Source: an optimization exercise on an open RTL-to-GDS flow (aim: small area, a short achievable clock period and few clock cycles). Production flows keep margins and buffers that such runs may drop.
RTL that was checked went through simulation tests only; none was proved equivalent to the original.
Power figures rest on the tool's default switching activity, not on a simulated workload.

== main ==
## db_req_top
module db_req_top #(
    parameter int TIMEOUT_CYCLES = 1024,
    parameter int FIFO_DEPTH     = 32
) (
    input  logic                    log_clk,
    input  logic                    log_rst,
    input  logic [15:0]             src_id_i,
    input  logic [15:0]             des_id_i,
    input  logic [15:0]             target_id_i,
    input  logic                    self_check_i,
    input  logic                    nwr_req_i,
    input  logic                    link_initialized_i,
    output logic                    rapidio_ready_o,
    output logic                    nwr_ready_o,
    output logic                    nwr_busy_o,
    output logic                    nwr_ack_done_o,
    output logic                    error_o,
    output srio_req_pkg::err_type_e error_type_o,
    input  logic                    user_tvalid_i,
    output logic                    user_tready_o,
    input  logic [63:0]             user_tdata_i,
    input  logic [7:0]              user_tkeep_i,
    input  logic                    user_tlast_i,
    output logic                    ireq_tvalid_o,
    input  logic                    ireq_tready_i,
    output logic [63:0]             ireq_tdata_o,
    output logic [7:0]              ireq_tkeep_o,
    output logic                    ireq_tlast_o,
    output logic [31:0]             ireq_tuser_o,
    input  logic                    iresp_tvalid_i,
    input  logic [63:0]             iresp_tdata_i,
    input  logic [31:0]             iresp_tuser_i
);
export LEC_CHECK = 0
export CAP_MARGIN = 20
export CORE_MARGIN = 2
export CORE_UTILIZATION = 40
export CTS_CLUSTER_DIAMETER = 100
export CTS_CLUSTER_SIZE = 30
export SETUP_SLACK_MARGIN = 2.0
export SLEW_MARGIN = 20
export SYNTH_HIERARCHICAL = 1
create_clock -name core_clock -period 5.0 [get_ports {log_clk}]
run.sh (not shown) runs the stock make flow with config.mk's settings and CLKGATE_MAP_FILE= SYNTH_SCRIPT=/design/flow/synth_recipe.tcl, a recipe that flattens the netlist after the stock synthesis.
main | stages: all done | timing, DRC, antenna: all pass
Relative to main, the following input files were edited for the feature branch:
- CTS_CLUSTER_SIZE: 30 -> 24
Sequential share of power was higher in the run labelled main.
The feature branch -> main: via count flat
In terms of wire length, main and the feature branch differ only marginally.
No run of this note included a check of the RTL's function; only the layout flow was run.


Setup of old:
Another version of the RTL of db_req_top (not shown whole).
Size: roughly 4700 cells after synthesis, roughly 2400 flip-flops, about 340 I/O pins, roughly 0.088 mm² of cells after synthesis.
// db_req_top
module db_req_top #(
    parameter int TIMEOUT_CYCLES = 1024,
    parameter int FIFO_DEPTH     = 32
) (
    input  logic                    log_clk,
    input  logic                    log_rst,
    input  logic [15:0]             src_id_i,
    input  logic [15:0]             des_id_i,
    input  logic [15:0]             target_id_i,
    input  logic                    self_check_i,
    input  logic                    nwr_req_i,
    input  logic                    link_initialized_i,
    output logic                    rapidio_ready_o,
    output logic                    nwr_ready_o,
    output logic                    nwr_busy_o,
    output logic                    nwr_ack_done_o,
    output logic                    error_o,
    output srio_req_pkg::err_type_e error_type_o,
    input  logic                    user_tvalid_i,
    output logic                    user_tready_o,
    input  logic [63:0]             user_tdata_i,
    input  logic [7:0]              user_tkeep_i,
    input  logic                    user_tlast_i,
    output logic                    ireq_tvalid_o,
    input  logic                    ireq_tready_i,
    output logic [63:0]             ireq_tdata_o,
    output logic [7:0]              ireq_tkeep_o,
    output logic                    ireq_tlast_o,
    output logic [31:0]             ireq_tuser_o,
    input  logic                    iresp_tvalid_i,
    input  logic [63:0]             iresp_tdata_i,
    input  logic [31:0]             iresp_tuser_i
);
clock: 5.0 ns
lec_check: 0
cap_margin: 20
core_margin: 2
core_utilization: 40
cts_cluster_diameter: 100
cts_cluster_size: 24
setup_slack_margin: 1.7
slew_margin: 20
synth_hierarchical: 1
standard.sh (not shown) runs the stock make flow with config.mk's settings and CLKGATE_MAP_FILE= SYNTH_SCRIPT=/design/flow/synth_recipe.tcl, a recipe that flattens the netlist after the stock synthesis.
==> flow/flow/run.sh <==
#!/bin/bash
# The standard layout (standard.sh), with plain buffers instead of delay
# cells on the ports. Make's output goes to flow_make.log; the ORFS steps keep
# their own logs under orfs/logs.
set -euo pipefail
bash standard.sh "BUFFER_PORTS_ARGS=-buffer_cell sky130_fd_sc_hd__buf_2" finish > flow_make.log 2>&1
old ran to completion and came out clean on the timing, design-rule and antenna checks.
Testbench counts of old, summed over its fixed seeds: cycles 25,119.
diff inputs: old => new
Settings: swapping 1.7 for 2.0 in SETUP_SLACK_MARGIN.
Results
- The final worst-path cycle share in new sits 3.3 points below the value recorded for old.
- On non-clock buffer count: new sits above old.
- Global-route usage: old vs new, no meaningful difference
- new against old: area of all placed cells without fillers has increased; total power divided by cell area saw little to no change.

-- separate check: timing with driven ports --
How much do the figures lean on ideal ports? The routed layouts below were timed once more, with nothing changed but the port constraints.
Step 1, drivers: a clkbuf_16 drives log_clk and a buf_2 each remaining input, both assumed.
Step 2 also shifts input and output timing later by t, the mid clock arrival at the registers, as if the neighbouring blocks saw the same clock.
Slacks: ideal / step 1 / step 2; pairs: ideal / step 1.
run | t (ns) | slack for setup (ns) | hold WS [ns] | slew at the worst register clock pin (ns)
main | 0.875 | 1.505 / 1.449 / 1.216 | 0.502 / 0.502 / 0.502 | 0.12 / 0.12
the feature branch | 0.879 | 1.504 / 1.447 / 1.253 | 0.498 / 0.498 / 0.498 | 0.11 / 0.11
old | 0.879 | 1.714 / 1.630 / 1.405 | 0.092 / 0.037 / 0.493 | 0.11 / 0.11
new | 0.897 | 1.882 / 1.828 / 1.385 | 0.076 / 0.019 / 0.490 | 0.10 / 0.10
After both steps every run listed still meets setup and hold. For new, which loses most, drivers alone change the setup slack by -0.054 ns; drivers and shift together by -0.497 ns.
